What follows belongs to an exercise in optimizing a design on an open flow for small area; a production flow would make more cautious choices. In this exercise RTL edits were held to simulation tests only and were not proved equivalent to the original.

==> 07-26 <==
==> flow/design.v <==
package mipsPkg;
    localparam int WORD_W   = 32;
    localparam int REG_W    = 5;
    localparam int NUM_REGS = 32;
    localparam int IMM_W    = 16;
    localparam int CODE_W   = 6;
    typedef logic [WORD_W-1:0] word_t;    
    typedef logic [REG_W-1:0]  regAddr_t;
    typedef logic [REG_W-1:0]  shamt_t;
    typedef logic [IMM_W-1:0]  imm_t;
    typedef logic [CODE_W-1:0] opcode_t;
    typedef logic [CODE_W-1:0] funct_t;
    localparam opcode_t OP_SPECIAL = 6'h00;
    localparam opcode_t OP_ADDI    = 6'h08;
    localparam opcode_t OP_ADDIU   = 6'h09;
    localparam opcode_t OP_SLTI    = 6'h0a;
    localparam opcode_t OP_SLTIU   = 6'h0b;
    localparam opcode_t OP_ANDI    = 6'h0c;
    localparam opcode_t OP_ORI     = 6'h0d;
    localparam opcode_t OP_XORI    = 6'h0e;
    localparam opcode_t OP_LUI     = 6'h0f;
    localparam funct_t FT_SLL  = 6'h00;
    localparam funct_t FT_SRL  = 6'h02;
    localparam funct_t FT_SRA  = 6'h03;
    localparam funct_t FT_SLLV = 6'h04;
    localparam funct_t FT_SRLV = 6'h06;
    localparam funct_t FT_SRAV = 6'h07;
    localparam funct_t FT_ADD  = 6'h20;
    localparam funct_t FT_ADDU = 6'h21;
    localparam funct_t FT_SUB  = 6'h22;
    localparam funct_t FT_SUBU = 6'h23;
    localparam funct_t FT_AND  = 6'h24;
    localparam funct_t FT_OR   = 6'h25;
    localparam funct_t FT_XOR  = 6'h26;
    localparam funct_t FT_NOR  = 6'h27;
    localparam funct_t FT_SLT  = 6'h2a;
    localparam funct_t FT_SLTU = 6'h2b;
    typedef enum logic [3:0] {
        ALU_ADD  = 4'd0,
        ALU_SUB  = 4'd1,
        ALU_AND  = 4'd2,
        ALU_OR   = 4'd3,
        ALU_XOR  = 4'd4,
        ALU_NOR  = 4'd5,
        ALU_SLT  = 4'd6,
        ALU_SLTU = 4'd7,
        ALU_SLL  = 4'd8,
        ALU_SRL  = 4'd9,
        ALU_SRA  = 4'd10,
        ALU_LUI  = 4'd11
    } aluOp_e;
    typedef struct packed {
        logic     valid;
        regAddr_t dest;
        aluOp_e   aluOp;
        word_t    opA;
        word_t    opB;
    } decoded_t;
    typedef struct packed {
        logic     valid;
        regAddr_t dest;
        word_t    data;
    } wbResult_t;
endpackage
`timescale 1ns/1ns
`timescale 1ns/1ns
module mipsExecute (
    input  logic [31:0] x,
    input  logic [31:0] y,
    input  logic        sub,
    input  logic        cArith,
    input  logic        cSet,
    input  logic        cUns,
    input  logic        cP,
    input  logic        cG,
    input  logic        cNor,
    input  logic        cShR,
    input  logic        cShL,
    input  logic        cSra,
    output logic [31:0] result
);
    logic [31:0] p;
    logic [31:0] g;
    logic [31:0] sum;
    logic        cout;
    logic        lt;
    logic        ltu;
    logic        setBit;
    assign p = x ^ y;
    assign g = x & y;
    logic [31:0] gg;
    logic [31:0] pp;
    always_comb begin
        gg = g;
        pp = p;
        gg[0] = g[0] | (p[0] & sub);
        for (int l = 0; l < 5; l++) begin
            for (int j = 0; j < 32; j++) begin
                if (((j >> l) & 1) == 1) begin
                    gg[j] = gg[j] | (pp[j] & gg[((j >> l) << l) - 1]);
                    pp[j] = pp[j] & pp[((j >> l) << l) - 1];
                end
            end
        end
    end
    assign sum  = p ^ {gg[30:0], sub};
    assign cout = gg[31];
    assign lt     = (x[31] ^ y[31] ^ sub) ? x[31] : sum[31];
    assign ltu    = !cout;
    assign setBit = cUns ? ltu : lt;
    logic        fill;
    logic [31:0] s0, s1, s2, s3, s4, s5;
    logic [31:0] s5Rev;
    assign fill = cSra && y[31];
    always_comb begin
        for (int i = 0; i < 32; i++) begin
            s0[i] = cShL ? y[31 - i] : y[i];
        end
    end
    assign s1 = x[0] ? {{1{fill}},  s0[31:1]}  : s0;
    assign s2 = x[1] ? {{2{fill}},  s1[31:2]}  : s1;
    assign s3 = x[2] ? {{4{fill}},  s2[31:4]}  : s2;
    assign s4 = x[3] ? {{8{fill}},  s3[31:8]}  : s3;
    assign s5 = x[4] ? {{16{fill}}, s4[31:16]} : s4;
    always_comb begin
        for (int i = 0; i < 32; i++) begin
            s5Rev[i] = s5[31 - i];
        end
    end
    assign result = ({32{cArith}} & sum)
                  | ({32{cP}}     & p)
                  | ({32{cG}}     & g)
                  | ({32{cNor}}   & ~(p | g))
                  | ({32{cShR}}   & s5)
                  | ({32{cShL}}   & s5Rev)
                  | {31'd0, cSet && setBit};
endmodule
`timescale 1ns/1ns
module mipsAo22 (
    input  logic a0,
    input  logic b0,
    input  logic a1,
    input  logic b1,
    output logic y
);
    assign y = (a0 & b0) | (a1 & b1);
endmodule
module mipsAoi222 (
    input  logic a0,
    input  logic b0,
    input  logic a1,
    input  logic b1,
    input  logic a2,
    input  logic b2,
    output logic y
);
    assign y = ~((a0 & b0) | (a1 & b1) | (a2 & b2));
endmodule
module mipsReadBit31 (
    input  logic [30:0] bits,
    input  logic [30:0] sel,
    output logic        y
);
    logic [9:0] termN;
    for (genvar t = 0; t < 10; t++) begin : gTerm
        mipsAoi222 uTerm (
            .a0 (bits[3 * t]),
            .b0 (sel[3 * t]),
            .a1 (bits[3 * t + 1]),
            .b1 (sel[3 * t + 1]),
            .a2 (bits[3 * t + 2]),
            .b2 (sel[3 * t + 2]),
            .y  (termN[t])
        );
    end
    assign y = ~(&termN) | (bits[30] & sel[30]);
endmodule
module mipsReadBit32 (
    input  logic [31:0] bits,
    input  logic [31:0] sel,
    output logic        y
);
    logic [9:0] termN;
    for (genvar t = 0; t < 10; t++) begin : gTerm
        mipsAoi222 uTerm (
            .a0 (bits[3 * t]),
            .b0 (sel[3 * t]),
            .a1 (bits[3 * t + 1]),
            .b1 (sel[3 * t + 1]),
            .a2 (bits[3 * t + 2]),
            .b2 (sel[3 * t + 2]),
            .y  (termN[t])
        );
    end
    assign y = ~(&termN) | (bits[30] & sel[30]) | (bits[31] & sel[31]);
endmodule
module mipsReadPort #(
    parameter int EXT_BITS = 32
) (
    input  logic [991:0] regs,
    input  logic [31:1]  sel,
    input  logic         extSel,
    input  logic [31:0]  ext,
    output logic [31:0]  data
);
    for (genvar j = 0; j < 32; j++) begin : gBit
        logic [30:0] bits;
        for (genvar r = 0; r < 31; r++) begin : gGather
            assign bits[r] = regs[r * 32 + j];
        end
        if (j < EXT_BITS) begin : gExt
            mipsReadBit32 uBit (
                .bits ({ext[j], bits}),
                .sel  ({extSel, sel}),
                .y    (data[j])
            );
        end else begin : gNoExt
            mipsReadBit31 uBit (
                .bits (bits),
                .sel  (sel),
                .y    (data[j])
            );
        end
    end
endmodule
`timescale 1ns/1ns
module mipsCore (
    input  logic        clk,
    input  logic        rstN,
    input  logic        instrValid,
    input  logic [31:0] instr,
    output logic        wbValid,
    output logic [4:0]  wbDest,
    output logic [31:0] wbData
);
    logic [5:0]  op;
    logic [5:0]  funct;
    logic [4:0]  rs;
    logic [4:0]  rt;
    logic [15:0] imm;
    logic        isR;
    logic        supR;
    logic        supI;
    logic [4:0]  dest;
    logic        valid;
    assign op    = instr[31:26];
    assign rs    = instr[25:21];
    assign rt    = instr[20:16];
    assign imm   = instr[15:0];
    assign funct = instr[5:0];
    assign isR   = (op == 6'h00);
    always_comb begin
        case (funct)
            6'h20, 6'h21, 6'h22, 6'h23, 6'h24, 6'h25, 6'h26, 6'h27,
            6'h2a, 6'h2b, 6'h00, 6'h02, 6'h03, 6'h04, 6'h06, 6'h07:
                supR = 1'b1;
            default:
                supR = 1'b0;
        endcase
    end
    assign supI  = (op[5:3] == 3'b001);
    assign dest  = isR ? instr[15:11] : rt;
    assign valid = instrValid && (isR ? supR : supI) && (dest != 5'd0);
    logic isLui;
    logic isShiftC;     
    logic useA;         
    logic useB;         
    logic sub;
    logic [31:0] immVal;
    assign isLui    = (op[2:0] == 3'b111);
    assign isShiftC = isR && (funct[5:2] == 4'b0000);
    assign useA     = isR ? !isShiftC : !isLui;
    assign useB     = isR;
    assign sub      = isR ? (funct[5] && (funct[3] || (!funct[2] && funct[1]))) : (op[2:1] == 2'b01);
    assign immVal   = isLui ? {imm, 16'h0000}
                            : {{16{imm[15] && !op[2]}}, imm};
    logic cArith;       
    logic cSet;         
    logic cUns;
    logic cP;           
    logic cG;           
    logic cNor;
    logic cShR;
    logic cShL;
    logic cSra;
    logic [1:0] lfn;
    logic isLogic;
    assign lfn     = isR ? funct[1:0] : op[1:0];
    assign isLogic = isR ? (funct[5] && !funct[3] && funct[2]) : (op[2] && !isLui);
    assign cArith  = isR ? (funct[5] && !funct[3] && !funct[2]) : (op[2:1] == 2'b00 || isLui);
    assign cSet    = isR ? (funct[5] && funct[3]) : (op[2:1] == 2'b01);
    assign cUns    = isR ? funct[0] : op[0];
    assign cP      = isLogic && (lfn == 2'b01 || lfn == 2'b10);
    assign cG      = isLogic && (lfn == 2'b00 || lfn == 2'b01);
    assign cNor    = isLogic && (lfn == 2'b11);
    assign cShR    = isR && !funct[5] && funct[1];
    assign cShL    = isR && !funct[5] && !funct[1];
    assign cSra    = funct[0];
    logic [31:0] regs [1:31];
    logic [31:0] regsNext [1:31];
    logic [31:0] result;
    logic        eValid;
    logic [4:0]  eDest;
    logic [31:0] eX;
    logic [31:0] eY;
    logic        eFwdX;
    logic        eFwdY;
    logic        eSub;
    logic        eArith;
    logic        eSet;
    logic        eUns;
    logic        eP;
    logic        eG;
    logic        eNor;
    logic        eShR;
    logic        eShL;
    logic        eSra;
    logic [31:1] take;
    logic [31:1] keep;
    always_comb begin
        for (int r = 1; r < 32; r++) begin
            take[r] = rstN && eValid && (eDest == 5'(r));
            keep[r] = rstN && !(eValid && (eDest == 5'(r)));
        end
    end
    for (genvar r = 1; r < 32; r++) begin : gRow
        for (genvar j = 0; j < 32; j++) begin : gBit
            mipsAo22 uNext (
                .a0 (regs[r][j]),
                .b0 (keep[r]),
                .a1 (result[j]),
                .b1 (take[r]),
                .y  (regsNext[r][j])
            );
        end
    end
    always_ff @(posedge clk) begin
        for (int r = 1; r < 32; r++) begin
            regs[r] <= regsNext[r];
        end
    end
    logic [31:1]  selA;
    logic [31:1]  selB;
    logic         fwdA;
    logic         fwdB;
    logic [991:0] regsFlat;
    logic [31:0]  xVal;
    logic [31:0]  yVal;
    assign fwdA = useA && eValid && (eDest == rs);
    assign fwdB = useB && eValid && (eDest == rt);
    always_comb begin
        for (int r = 1; r < 32; r++) begin
            selA[r] = useA && (rs == 5'(r));
            selB[r] = useB && (rt == 5'(r));
            regsFlat[(r - 1) * 32 +: 32] = regs[r];
        end
    end
    mipsReadPort #(.EXT_BITS(5)) uReadA (
        .regs    (regsFlat),
        .sel     (selA),
        .extSel  (isShiftC),
        .ext     ({27'd0, instr[10:6]}),
        .data    (xVal)
    );
    mipsReadPort #(.EXT_BITS(32)) uReadB (
        .regs    (regsFlat),
        .sel     (selB),
        .extSel  (!isR),
        .ext     (immVal),
        .data    (yVal)
    );
    always_ff @(posedge clk) begin
        eValid <= valid && rstN;
        eDest  <= dest;
        eX     <= xVal;
        eY     <= yVal;
        eFwdX  <= fwdA;
        eFwdY  <= fwdB;
        eSub   <= sub;
        eArith <= cArith;
        eSet   <= cSet;
        eUns   <= cUns;
        eP     <= cP;
        eG     <= cG;
        eNor   <= cNor;
        eShR   <= cShR;
        eShL   <= cShL;
        eSra   <= cSra;
    end
    logic [31:0] aluX;
    logic [31:0] aluY;
    assign aluX = eFwdX ? wbData : eX;
    assign aluY = (eFwdY ? wbData : eY) ^ {32{eSub}};
    mipsExecute uAlu (
        .x      (aluX),
        .y      (aluY),
        .sub    (eSub),
        .cArith (eArith),
        .cSet   (eSet),
        .cUns   (eUns),
        .cP     (eP),
        .cG     (eG),
        .cNor   (eNor),
        .cShR   (eShR),
        .cShL   (eShL),
        .cSra   (eSra),
        .result (result)
    );
    always_ff @(posedge clk) begin
        wbValid <= eValid && rstN;
        wbDest  <= eDest;
        wbData  <= result;
    end
endmodule
==> flow/run.sh <==
#!/bin/bash
# synth_recipe.tcl (not shown) runs the flow's synth.tcl, then flattens the netlist and writes it again
# the make line also repeats each setting of config.mk as NAME=value (left out here)
make -C /OpenROAD-flow-scripts/flow DESIGN_CONFIG=/design/flow/config.mk WORK_HOME=/design/flow/orfs CLKGATE_MAP_FILE= SYNTH_SCRIPT=/design/flow/synth_recipe.tcl finish
==> flow/config.mk <==
export PLATFORM = sky130hd
export DESIGN_NAME = mipsCore
export DESIGN_NICKNAME = mipsCore
export VERILOG_FILES = /design/flow/design.v
export SDC_FILE = /design/flow/constraint.sdc
export NUM_CORES = 4
export LEC_CHECK = 0
export CAP_MARGIN = 20
export CORE_MARGIN = 2
export CORE_UTILIZATION = 55
export SLEW_MARGIN = 20
export SYNTH_HIERARCHICAL = 1
export SYNTH_MINIMUM_KEEP_SIZE = 0
==> flow/constraint.sdc <==
create_clock -name core_clock -period 5.0 [get_ports {clk}]
set_input_delay 1.0000 -clock core_clock [delete_from_list [all_inputs] [get_ports {clk}]]
set_output_delay 1.0000 -clock core_clock [all_outputs]
set_load 0.01 [all_outputs]
==> 02-19: changes against 07-26 <==
==> flow/flow/run.sh (new file) <==
#!/bin/bash
# The standard layout (the standard.sh: ORFS synthesis through finish),
# with two changes that only make cells smaller:
#   - the port buffers are sky130_fd_sc_hd__buf_1 instead of the default
#     buffer_ports choice (every port still gets its own buffer);
#   - clock tree synthesis does not add dummy loads.
# make's full output goes to standard_make.log in this folder; ORFS writes each
# tool's own log under orfs/logs/.
set -euo pipefail
bash standard.sh \
  "BUFFER_PORTS_ARGS=-buffer_cell sky130_fd_sc_hd__buf_1" \
  "CTS_ARGS=-sink_clustering_enable -repair_clock_nets -sink_clustering_size 16 -sink_clustering_max_diameter 100 -buf_list sky130_fd_sc_hd__clkbuf_8 -dont_use_dummy_load" \
  finish > standard_make.log 2>&1
==> flow/standard.sh (new file) <==
#!/bin/bash
# synth_recipe.tcl (not shown) runs the flow's synth.tcl, then flattens the netlist and writes it again
# the make line also repeats each setting of config.mk as NAME=value (left out here)
make -C /OpenROAD-flow-scripts/flow DESIGN_CONFIG=/design/flow/config.mk WORK_HOME=/design/flow/orfs CLKGATE_MAP_FILE= SYNTH_SCRIPT=/design/flow/synth_recipe.tcl "${@:-finish}"
Settings changed: CORE_UTILIZATION 55 to 62, CTS_BUF_LIST set to sky130_fd_sc_hd__clkbuf_8, CTS_CLUSTER_DIAMETER set to 100, CTS_CLUSTER_SIZE set to 16, PLACE_DENSITY set to 0.7.
removed: flow/run.sh
==> flow_metrics.env <==
export IMPL_n_all_buffers=384
export IMPL_p_leak_uw=0.01956
export IMPL_rows=101
export IMPL_outcome="finished clean"
export IMPL_crit_cells=9
export IMPL_vias_per_cell=8.578
export IMPL_drt_met1_wl_mm=74.56
export IMPL_drive_above_1_share=0.1448
export IMPL_syn2layout_area_growth_pct=11.48
export IMPL_layout_nonclk_buf_frac=0.05407
export IMPL_coreArea_sq_um=75700
export IMPL_multi_input_area_share=0.4734
export IMPL_clockBufferCount=80
export IMPL_pg_clk_uw=4310
export IMPL_combPwrFrac=0.125
export IMPL_vias=47390
export IMPL_antenna_found_initial=18
export IMPL_powerComb_uw=1910
export IMPL_final_cells=5525
Source of the figures above: 02-19

==> flow_metrics.env <==
export IMPL_clockBufferCount=176
export IMPL_vias_per_cell=8.101
export IMPL_rows=107
export IMPL_crit_cells=13
export IMPL_n_all_buffers=478
export IMPL_syn2layout_area_growth_pct=21.45
export IMPL_coreArea_sq_um=85150
export IMPL_layout_nonclk_buf_frac=0.07727
export IMPL_final_cell_mix="dfxtp_1 (1109), a22o_1 (1029), a222oi_1 (661)"
export IMPL_multi_input_area_share=0.4363
export IMPL_min_delay_start="regs[31][27]"
export IMPL_powerComb_uw=2060
export IMPL_vias=47890
export IMPL_drive_above_1_share=0.1793
export IMPL_combPwrFrac=0.103
export IMPL_clk_latency_ns=0.75
export IMPL_final_cells=5911
export IMPL_p_leak_uw=0.02165
export IMPL_required_ns=5.59
export IMPL_die_y_um=297.3
export IMPL_outcome="finished clean"
Source of the figures above: 07-26

[separate check: timing with driven ports]
How much do the figures lean on ideal ports? The routed layouts below were timed once more, with nothing changed but the port constraints. Step 1: set_driving_cell puts a clkbuf_16 on clk and a buf_2 on each other input, an assumption about the parent block. Step 2 adds t to the input delays and takes it off the output delays; t is the mean of the earliest and latest rising clock arrival at the registers after step 1. Input paths then give back, and output paths get back, about the clock's delay inside the block. Slacks: ideal / step 1 / step 2; pairs: ideal / step 1.
| run | shift t [ns] | setup WS [ns] | hold WS [ns] | slew at the worst register clock pin (ns) | worst slew at a driven data input, ns |
|---|---|---|---|---|---|
| 07-26 | 0.800 | 0.144 / 0.144 / -0.107 | 0.508 / 0.508 / 0.508 | 0.07 / 0.07 | 0.05 |
| 02-19 | 0.790 | 0.192 / 0.208 / -0.549 | 0.440 / 0.408 / 0.440 | 0.12 / 0.12 | 0.14 |
With both steps, setup timing fails in 07-26 and 02-19, where it was met with ideal ports. The setup slack of 02-19, which loses most, moves by +0.016 ns with the drivers and by -0.741 ns with both steps.
